From an optimization exercise on the open Yosys and OpenROAD flow, aimed at small area, a short achievable clock period and few clock cycles per item; shortcuts taken in it are not production practice.
At most, simulation tests tie the RTL to the original design; equivalence was not proved.
Power and IR drop assume default switching activity.

==> flow/design.v (excerpt) <==
module lsu_top (
  input  logic                          clk,
  input  logic                          rst,
  input  lsu_pkg::beat_t                in_data,
  input  logic                          in_valid,
  output logic                          in_ready,
  output lsu_pkg::beat_t                out_data,
  output logic                          out_valid,
  input  logic                          out_ready,
  input  logic                          start,
  input  logic                          store,
  output logic                          done,
  input  lsu_pkg::cfg_t                 len,
  input  lsu_pkg::cfg_t                 seg_count,
  input  lsu_pkg::cfg_t                 block_factor,
  input  lsu_pkg::cfg_t                 seg_stride,
  input  lsu_pkg::cfg_t                 addr_offset,
  output lsu_pkg::addr_t                ram_addr,
  output lsu_pkg::word_t                ram_d,
  output logic                          ram_we,
  output logic [lsu_pkg::num_banks-1:0] ram_ce,
  input  logic [lsu_pkg::num_banks*lsu_pkg::word_w-1:0] ram_q
);
Size: roughly 2400 cells after synthesis, roughly 790 flip-flops, about 1500 I/O pins, ~28000 sq um of cells after synthesis.
==> flow/config.mk <==
export PLATFORM = sky130hd
export DESIGN_NAME = lsu_top
export DESIGN_NICKNAME = lsu_top
export VERILOG_FILES = /design/flow/design.v
export SDC_FILE = /design/flow/constraint.sdc
export NUM_CORES = 4
export LEC_CHECK = 0
export ABC_CLOCK_PERIOD_IN_PS = 2000
export CAP_MARGIN = 20
export CORE_AREA = 3 3 497 497
export CTS_CLUSTER_DIAMETER = 60
export CTS_CLUSTER_SIZE = 30
export DIE_AREA = 0 0 500 500
export SETUP_SLACK_MARGIN = 3.0
export SLEW_MARGIN = 20
export TNS_END_PERCENT = 5
==> flow/constraint.sdc <==
create_clock -name core_clock -period 5.0 [get_ports {clk}]
set_input_delay 1.0000 -clock core_clock [delete_from_list [all_inputs] [get_ports {clk}]]
set_output_delay 1.0000 -clock core_clock [all_outputs]
set_load 0.01 [all_outputs]
standard.sh (not shown) runs the stock make flow with config.mk's settings and CLKGATE_MAP_FILE= SYNTH_SCRIPT=/design/flow/synth_recipe.tcl, a recipe that flattens the netlist after the stock synthesis.
==> flow/flow/run.sh <==
#!/bin/bash
# Standard ORFS layout with two changes: ports get the smallest plain buffer
# (buf_1) instead of the delay buffer buffer_ports picks on its own, and the
# pins of each data bit are grouped on the die edge (flow/pins.tcl).
set -euo pipefail
bash standard.sh \
  "BUFFER_PORTS_ARGS=-buffer_cell sky130_fd_sc_hd__buf_1" \
  "PRE_IO_PLACEMENT_TCL=$PWD/flow/pins.tcl" \
  finish > standard_make.log 2>&1
==> flow/flow/pins.tcl <==
# Bit-slice pin groups: for bit b, the four ram_q words, the eight out_data
# words (in shift order), the eight in_data words and ram_d share one stretch
# of the die edge, so each slice's cells can sit together.
for {set b 0} {$b < 64} {incr b} {
  set names {}
  for {set k 0} {$k < 4} {incr k} { lappend names "ram_q\[[expr {64 * $k + $b}]\]" }
  for {set w 7} {$w >= 0} {incr w -1} { lappend names "out_data\[[expr {64 * $w + $b}]\]" }
  for {set w 0} {$w < 8} {incr w} { lappend names "in_data\[[expr {64 * $w + $b}]\]" }
  lappend names "ram_d\[$b\]"
  set_io_pin_constraint -pin_names $names -group -order
}
The baseline ran to the end with no violations.
Rerun with:
CTS_CLUSTER_DIAMETER = 80   (was 60)
CTS_CLUSTER_SIZE = 24   (was 30)
- first-iteration DRC count decreases by a few percent
- global-route usage goes down by 0.15 points
- routed wire length fell slightly
- sequential power hardly moves
- clock power came out lower by about a fifth
- final area decreases by a few percent
- final cell count fell slightly
No run of this note included a check of the RTL's function; only the layout flow was run.

* * *

== build 36 ==
lsu_top, a different RTL version from the one above (not shown whole).
Size in the first run: about 2000 cells after synthesis, ~810 flip-flops.
clock: 5.0 ns
lec_check: 0
abc_clock_period_in_ps: 2000
cap_margin: 20
core_area: 3 3 497 497
cts_cluster_diameter: 80
cts_cluster_size: 24
die_area: 0 0 500 500
setup_slack_margin: 2.4
slew_margin: 20
tns_end_percent: 5
Scripts as last shown in full above: flow/flow/run.sh, flow/flow/pins.tcl
Build 36 reached the end of the flow, and the finished layout is clean on the timing, DRC and antenna checks.
Testbench counts of build 36, summed over its fixed seeds: cycles 73,854, items 9,040.
Here is what was changed in the inputs of build 7 compared with build 36.
Settings: a change of DIE_AREA from 0 0 500 500 to 0 0 400 400; a change of SETUP_SLACK_MARGIN from 2.4 to 3.0; a deleted ABC_CLOCK_PERIOD_IN_PS that had been 2000; a change of CORE_AREA from 3 3 497 497 to 8 8 392 392.
diff --git a/flow/flow/run.sh b/flow/flow/run.sh
--- a/flow/flow/run.sh
+++ b/flow/flow/run.sh
@@ -8,0 +9 @@
+  "IO_PLACER_V=met2 met4" \
### Flow results
The higher fmax of build 36 and build 7 is in build 7. Build 7 vs. build 36: non-clock buffer count climbed 2.4%; fraction of power spent switching nets now larger. Re highest cell delay on the worst timing path: build 36 was lower than build 7. Build 7 vs. build 36: vias per cell went up by 28%. Reported for build 36 and build 7, number of max-cap violations turned out identical to the last digit. For build 7, the launch point of the worst path was rbk[4][1]$_DFF_P_, unlike build 36, where it was g[55]$_DFFE_PP_. Total power of build 7 is higher than that of build 36.
Inputs modified between build 7 and build 57:
Settings: PLACE_DENSITY now 0.75, previously not set; CORE_AREA now 3 3 497 497, was 8 8 392 392; DIE_AREA now 0 0 500 500, was 0 0 400 400.
diff --git a/flow/flow/run.sh b/flow/flow/run.sh
--- a/flow/flow/run.sh
+++ b/flow/flow/run.sh
@@ -9 +8,0 @@
-  "IO_PLACER_V=met2 met4" \
## What came out
- From build 7 to build 57 the numbers moved as follows: setup slack of the critical path after layout dropped 0.081 ns; worst hold slack dropped 0.012 ns; maximum clock frequency dropped 3.3%; total power dropped 0.00017 W.
- Compared to build 7, build 57 has area growth from synthesis to final layout 4.7 points higher.
- Against build 7, build 57 comes in 16 mW/mm^2 lower on power per cell area.
- Final critical-path share of the clock period sits higher in build 57 than in build 7.
- Build 57 contains fewer vias than build 7.
- Of the two values seen for end point of the critical path, g[73]$_DFFE_PP_ was produced by build 57 and out_data[463]$_DFFE_PN_ by build 7.
- Build 7 vs build 57, timing startpoint of the critical path: rbk[4][1]$_DFF_P_ vs seg_stride[2]
diff inputs: build 57 => build 28
Settings: PLACE_DENSITY no longer set, was 0.75; CTS_CLUSTER_DIAMETER now 60, was 80; CTS_CLUSTER_SIZE now 20, was 24.
Notes after the runs:
Transition at the pin with the smallest max-transition slack for build 28: 0.059 ns down relative to build 57
Looking at build 57 and build 28, the post-place setup slack is a wash.
Diff build 57 -> build 28: global-route wire length before repair picked up an extra 3.5%, relative area of clock buffers and inverters in the final design moved up, overall power of the completed layout shows an increase of 0.0016 W.
Minimum period implied by the final worst setup slack: higher on build 57
Build 28 leaves more setup margin than build 57.
Build 57 has a lower length of routed wiring on met1 than build 28.
Period utilization: build 28 < build 57
The inputs of build 87 differ from those of build 28 as listed below.
Settings: CTS_CLUSTER_SIZE: 20 -> 24; CTS_CLUSTER_DIAMETER: 60 -> 80; ABC_CLOCK_PERIOD_IN_PS: unset -> 1200.
==> notes.md <==
Build 28 has a lower combinational group share of total power than build 87. Looking at start point of the critical path, the g[57]$_DFFE_PP_ result is from build 28; the g[55]$_DFFE_PP_ one comes from build 87. Build 87 vs. build 28: switching share of power lost 0.16 points; combinational power neither gained nor lost much. Min worst path required time across build 28 and build 87: build 28. From build 28 to build 87 the numbers moved as follows: count of clock buffers in the final design went down, layout buffer count excluding clock buffers went down. Delta(utilization after layout, build 87 - build 28) < 0.

* * *

Another version of the RTL of lsu_top (not shown whole).
For scale: roughly 2400 cells after synthesis, ~820 flip-flops, about 1500 I/O pins, about 29000 um2 of cells after synthesis.
## lsu_top
module lsu_top (
  input  logic                          clk,
  input  logic                          rst,
  input  lsu_pkg::beat_t                in_data,
  input  logic                          in_valid,
  output logic                          in_ready,
  output lsu_pkg::beat_t                out_data,
  output logic                          out_valid,
  input  logic                          out_ready,
  input  logic                          start,
  input  logic                          store,
  output logic                          done,
  input  lsu_pkg::cfg_t                 len,
  input  lsu_pkg::cfg_t                 seg_count,
  input  lsu_pkg::cfg_t                 block_factor,
  input  lsu_pkg::cfg_t                 seg_stride,
  input  lsu_pkg::cfg_t                 addr_offset,
  output lsu_pkg::addr_t                ram_addr,
  output lsu_pkg::word_t                ram_d,
  ...
export LEC_CHECK = 0
export ABC_CLOCK_PERIOD_IN_PS = 2000
export CAP_MARGIN = 20
export CORE_AREA = 3 3 497 497
export DIE_AREA = 0 0 500 500
export SETUP_SLACK_MARGIN = 2.5
export SLEW_MARGIN = 20
export TNS_END_PERCENT = 5
create_clock -name core_clock -period 5.0 [get_ports {clk}]
==> flow/flow/run.sh <==
#!/bin/bash
# Standard ORFS layout with two changes: ports get the smallest plain buffer
# (buf_1) instead of the delay buffer buffer_ports picks on its own, and the
# pins of each data bit are grouped on the die edge (flow/pins.tcl).
set -euo pipefail
bash standard.sh \
  "BUFFER_PORTS_ARGS=-buffer_cell sky130_fd_sc_hd__buf_1" \
  "PRE_IO_PLACEMENT_TCL=$PWD/flow/pins.tcl" \
  finish > standard_make.log 2>&1
Scripts as last shown in full above: flow/flow/pins.tcl
Rerun with:
- SETUP_SLACK_MARGIN: 2.5 -> 3.0
Effect: Area after synthesis is unchanged. Worst setup slack gets better by 200 ps. Clock power rose by a few percent. Cell count grows slightly. Count of clock-buffer cells in the layout decreases by 10. Routed wire length goes up by a few percent. Total power rose by a few percent.
Function was not checked in any run of this note: the RTL went through the layout flow alone.

* * *

lsu_top, a different RTL version from the one above (not shown whole).
Size: ~820 flip-flops, ~1500 I/O pins, ~0.029 mm² of cells after synthesis.
export LEC_CHECK = 0
export ABC_CLOCK_PERIOD_IN_PS = 2000
export CAP_MARGIN = 20
export CORE_AREA = 3 3 497 497
export DIE_AREA = 0 0 500 500
export SETUP_SLACK_MARGIN = 3.5
export SLEW_MARGIN = 20
export TNS_END_PERCENT = 5
create_clock -name core_clock -period 5.0 [get_ports {clk}]
Scripts as last shown in full above: flow/flow/run.sh, flow/flow/pins.tcl
Testbench counts at the start, summed over its fixed seeds: cycles 73,854, items 9,040.
Edit:
Settings changed: SETUP_SLACK_MARGIN 3.5 to 3.0.
After rerunning: Worst setup slack is worse by 0.0051 ns; non-clock buffer count is lower by 22; cell area is lower by about 1.2%; routed wire length is lower by about 0.5%; worst hold slack barely changes; synthesized area is unchanged; first-iteration DRC count is lower by about 3%; clock-buffer cell count stays the same; die area does not change.

* * *

== oak ==
lsu_top, a different RTL version from the one above (not shown whole).
Size in the first run: about 2000 cells after synthesis, roughly 1500 I/O pins, about 0.031 sq mm of cells after synthesis.
export LEC_CHECK = 0
export CAP_MARGIN = 20
export CORE_MARGIN = 2
export CORE_UTILIZATION = 40
export SETUP_SLACK_MARGIN = 2.5
export SLEW_MARGIN = 20
create_clock -name core_clock -period 5.0 [get_ports {clk}]
==> flow/flow/run.sh <==
#!/bin/bash
# Standard ORFS layout with two changes: ports get the smallest plain buffer
# (buf_1) instead of the delay buffer buffer_ports picks on its own, and pins
# may sit on every routing track so that 1450 ports fit a die sized by the
# core utilisation.
set -euo pipefail
bash standard.sh \
  "BUFFER_PORTS_ARGS=-buffer_cell sky130_fd_sc_hd__buf_1" \
  "PLACE_PINS_ARGS=-min_distance 1 -min_distance_in_tracks" \
  finish > standard_make.log 2>&1
What ended oak was a tool error in global routing; the run never finished.
Testbench counts of oak, summed over its fixed seeds: cycles 73,854, items 9,040.
For pine, these inputs were changed with respect to oak:
- DIE_AREA newly set to 0 0 900 100
- CORE_AREA newly set to 3 3 897 97
- CORE_MARGIN removed (was 2)
- SETUP_SLACK_MARGIN removed (was 2.5)
- CORE_UTILIZATION removed (was 40)
==> flow/run.sh (new file) <==
#!/bin/bash
# synth_recipe.tcl (not shown) runs the flow's synth.tcl, then flattens the netlist and writes it again
# the make line also repeats each setting of config.mk as NAME=value (left out here)
make -C /OpenROAD-flow-scripts/flow DESIGN_CONFIG=/design/flow/config.mk WORK_HOME=/design/flow/orfs CLKGATE_MAP_FILE= SYNTH_SCRIPT=/design/flow/synth_recipe.tcl finish
removed: flow/flow/run.sh
removed: flow/standard.sh
Notes after the runs:
- No stage failed in pine, and the final checks on the layout all came back clean.
- Re starting utilization of the core area: oak was higher than pine.
- Cmp pine and oak / number of clock buffers inserted by TritonCTS / higher: oak
- Maximum level of the CTS H-tree, pine and oak, higher one = oak.
- Looking only at instance count after placement with tap cells included, and setting everything else aside, the lower value of pine and oak goes to oak.
- Area share of xor/xnor cells in the synthesized design came out exactly the same in pine and oak.
- Between pine and oak, it is pine whose die outline width is higher, by 220%.
- Compared with oak, in pine standard cell area after detailed placement up 0.0092 sq mm; detailed-placement wirelength estimate up 7.0%.
- pine ends up with a number of cell rows that is 68 lower than in oak.
Changes in birch relative to pine:
- an added CORE_MARGIN of 2
- a deleted CORE_AREA that had been 3 3 897 97
- an added CORE_UTILIZATION of 25
- a deleted DIE_AREA that had been 0 0 900 100
==> flow/flow/run.sh (new file) <==
#!/bin/bash
# Standard ORFS layout with two changes: ports get the smallest plain buffer
# (buf_1) instead of the delay buffer buffer_ports picks on its own, and pins
# may sit on every routing track.
set -euo pipefail
bash standard.sh \
  "BUFFER_PORTS_ARGS=-buffer_cell sky130_fd_sc_hd__buf_1" \
  "PLACE_PINS_ARGS=-min_distance 1 -min_distance_in_tracks" \
  finish > standard_make.log 2>&1
==> flow/standard.sh (new file) <==
#!/bin/bash
# synth_recipe.tcl (not shown) runs the flow's synth.tcl, then flattens the netlist and writes it again
# the make line also repeats each setting of config.mk as NAME=value (left out here)
make -C /OpenROAD-flow-scripts/flow DESIGN_CONFIG=/design/flow/config.mk WORK_HOME=/design/flow/orfs CLKGATE_MAP_FILE= SYNTH_SCRIPT=/design/flow/synth_recipe.tcl "${@:-finish}"
removed: flow/run.sh
### Flow results
- birch: number of rows created at floorplan is 95 higher than what pine reported.
- As far as synthesized cell count goes, birch and pine are indistinguishable; the numbers are identical.
- For the starting density of the core, birch came in 13 points lower than pine did.
- birch terminated abnormally: global routing reported GRT-0116.
- Total clock buffers created by CTS sits higher in birch than in pine.
- CTS sink count: pine vs birch identical
- birch vs pine — cell count after placement climbed by more than 10%
Changes in maple relative to birch:
- CORE_UTILIZATION no longer set, was 25
- DIE_AREA now 0 0 500 500, previously not set
- CORE_MARGIN no longer set, was 2
- CORE_AREA now 3 3 497 497, previously not set
==> flow/flow/run.sh <==
#!/bin/bash
# Standard ORFS layout, except that ports get the smallest plain buffer
# (buf_1) instead of the delay buffer buffer_ports picks on its own.
set -euo pipefail
bash standard.sh \
  "BUFFER_PORTS_ARGS=-buffer_cell sky130_fd_sc_hd__buf_1" \
  finish > standard_make.log 2>&1
### Flow results
- maple: final RePlAce weighted congestion lower than birch
- In maple, the number of buffers inserted during clock tree synthesis came out 3.1% above the value in birch.
- Compared with birch, maple shows number of core rows that has gone up by more than a quarter.
- In summary, maple completed successfully, with a layout that passed the timing, DRC and antenna checks.
- In maple the placed cell area turned out about 5% higher than in birch.
- Status: number of clock sinks parity (maple, birch)
- | starting utilization of the core area | higher: birch |

* * *

== run B ==
Another version of the RTL of lsu_top (not shown whole).
Size: ~2100 cells after synthesis, about 900 flip-flops, roughly 1500 I/O pins, ~30000 um2 of cells after synthesis.
## lsu_top
module lsu_top (
  input  logic                          clk,
  input  logic                          rst,
  input  lsu_pkg::beat_t                in_data,
  input  logic                          in_valid,
  output logic                          in_ready,
  output lsu_pkg::beat_t                out_data,
  output logic                          out_valid,
  input  logic                          out_ready,
  input  logic                          start,
  input  logic                          store,
  output logic                          done,
  input  lsu_pkg::cfg_t                 len,
  input  lsu_pkg::cfg_t                 seg_count,
  input  lsu_pkg::cfg_t                 block_factor,
  input  lsu_pkg::cfg_t                 seg_stride,
  input  lsu_pkg::cfg_t                 addr_offset,
  output lsu_pkg::addr_t                ram_addr,
  output lsu_pkg::word_t                ram_d,
  output logic                          ram_we,
  output logic [lsu_pkg::num_banks-1:0] ram_ce,
  input  logic [lsu_pkg::num_banks*lsu_pkg::word_w-1:0] ram_q
);
  localparam int AW = lsu_pkg::addr_w;
  localparam int CW = lsu_pkg::cfg_w;
  localparam int WW = lsu_pkg::word_w;
  localparam int RL = lsu_pkg::rd_latency;
  typedef struct packed {
    logic [AW-1:0] cur;       
    logic [AW-1:0] row;       
    logic [AW-1:0] seg;       
    logic [1:0]    bank;      
    logic [CW-1:0] blk_rem;   
    logic [CW-1:0] j_rem;     
    logic [CW-1:0] s_rem;     
    logic          bl;        
    logic          jl;        
  ...
==> flow/config.mk <==
export PLATFORM = sky130hd
export DESIGN_NAME = lsu_top
export DESIGN_NICKNAME = lsu_top
export VERILOG_FILES = /design/flow/design.v
export SDC_FILE = /design/flow/constraint.sdc
export NUM_CORES = 4
export LEC_CHECK = 0
export CAP_MARGIN = 20
export CORE_AREA = 3 3 497 497
export DIE_AREA = 0 0 500 500
export SETUP_SLACK_MARGIN = 2.5
export SLEW_MARGIN = 20
==> flow/constraint.sdc <==
create_clock -name core_clock -period 5.0 [get_ports {clk}]
set_input_delay 1.0000 -clock core_clock [delete_from_list [all_inputs] [get_ports {clk}]]
set_output_delay 1.0000 -clock core_clock [all_outputs]
set_load 0.01 [all_outputs]
==> flow/flow/run.sh <==
#!/bin/bash
# Standard ORFS layout with two changes: ports get the smallest plain buffer
# (buf_1) instead of the delay buffer buffer_ports picks on its own, and the
# pins of each data bit are grouped on the die edge (flow/pins.tcl).
set -euo pipefail
bash standard.sh \
  "BUFFER_PORTS_ARGS=-buffer_cell sky130_fd_sc_hd__buf_1" \
  "PRE_IO_PLACEMENT_TCL=$PWD/flow/pins.tcl" \
  finish > standard_make.log 2>&1
Scripts as last shown in full above: flow/flow/pins.tcl
What run D does differently from run B at the input level:
- SETUP_SLACK_MARGIN: 2.5 -> 2.0
==> notes.md <==
- Taking run B as the reference, in run D register fraction of the total cell area +0.27 points; core occupancy in the finished layout comparable.
- Total number of nets in the final design across run B and run D: no real change.
- Internal power consumption of run D exceeds that of run B slightly.
- Summary — global-route usage, run D relative to run B: lower, by 0.23 points.
No run of this note included a check of the RTL's function; only the layout flow was run.

[what the ideal ports hide]
Ports are ideal in the flow. The routed layouts listed here were re-timed in OpenROAD. Step 1 sets driving cells, clkbuf_16 on the clock port and buf_2 on the other inputs (assumed; they add their load-dependent delay and slew). Step 2 adds t to the input delays and takes it off the output delays; t is the mean of the earliest and latest rising clock arrival at the registers after step 1. Input paths then give back, and output paths get back, about the clock's delay inside the block. Slacks: no drivers / after step 1 / after step 2; pairs: no drivers / after step 1.
run	t, ns	slack for setup (ns)	worst hold slack (ns)	clock arrival spread, ns	slew at the worst register clock pin (ns)
the first run of note 1	0.776	1.797 / 1.689 / 0.912	0.315 / 0.315 / 0.315	0.089 / 0.089	0.09 / 0.09
the second run of note 1	0.758	1.842 / 1.753 / 0.995	0.308 / 0.308 / 0.308	0.055 / 0.055	0.10 / 0.10
build 36	0.768	2.431 / 2.375 / 1.726	0.330 / 0.330 / 0.330	0.108 / 0.108	0.10 / 0.10
build 7	0.729	2.618 / 2.618 / 2.021	0.329 / 0.329 / 0.329	0.072 / 0.072	0.10 / 0.10
build 57	0.769	2.536 / 2.577 / 1.808	0.316 / 0.316 / 0.316	0.062 / 0.062	0.10 / 0.10
build 28	0.775	2.635 / 2.613 / 1.876	0.327 / 0.327 / 0.327	0.078 / 0.078	0.09 / 0.09
build 87	0.768	2.668 / 2.594 / 1.825	0.330 / 0.330 / 0.330	0.111 / 0.111	0.10 / 0.10
the first run of note 3	0.785	2.333 / 2.281 / 1.604	0.319 / 0.319 / 0.319	0.081 / 0.081	0.06 / 0.06
the second run of note 3	0.783	2.531 / 2.531 / 1.870	0.317 / 0.317 / 0.317	0.073 / 0.073	0.07 / 0.07
the first run of note 4	0.754	2.672 / 2.613 / 1.874	0.295 / 0.295 / 0.295	0.077 / 0.077	0.07 / 0.07
the second run of note 4	0.756	2.667 / 2.607 / 1.874	0.295 / 0.295 / 0.295	0.076 / 0.076	0.07 / 0.07
pine	0.752	1.256 / 1.281 / 0.529	0.328 / 0.328 / 0.328	0.045 / 0.046	0.11 / 0.11
maple	0.789	1.344 / 1.344 / 0.760	0.326 / 0.326 / 0.326	0.067 / 0.067	0.09 / 0.09
run B	0.795	2.478 / 2.316 / 1.521	0.264 / 0.264 / 0.264	0.106 / 0.106	0.07 / 0.07
run D	0.784	2.049 / 1.989 / 1.459	0.270 / 0.270 / 0.270	0.111 / 0.110	0.07 / 0.07
After both steps every run listed still meets setup and hold. The setup slack of run B, which loses most, moves by -0.162 ns with the drivers and by -0.957 ns with both steps.
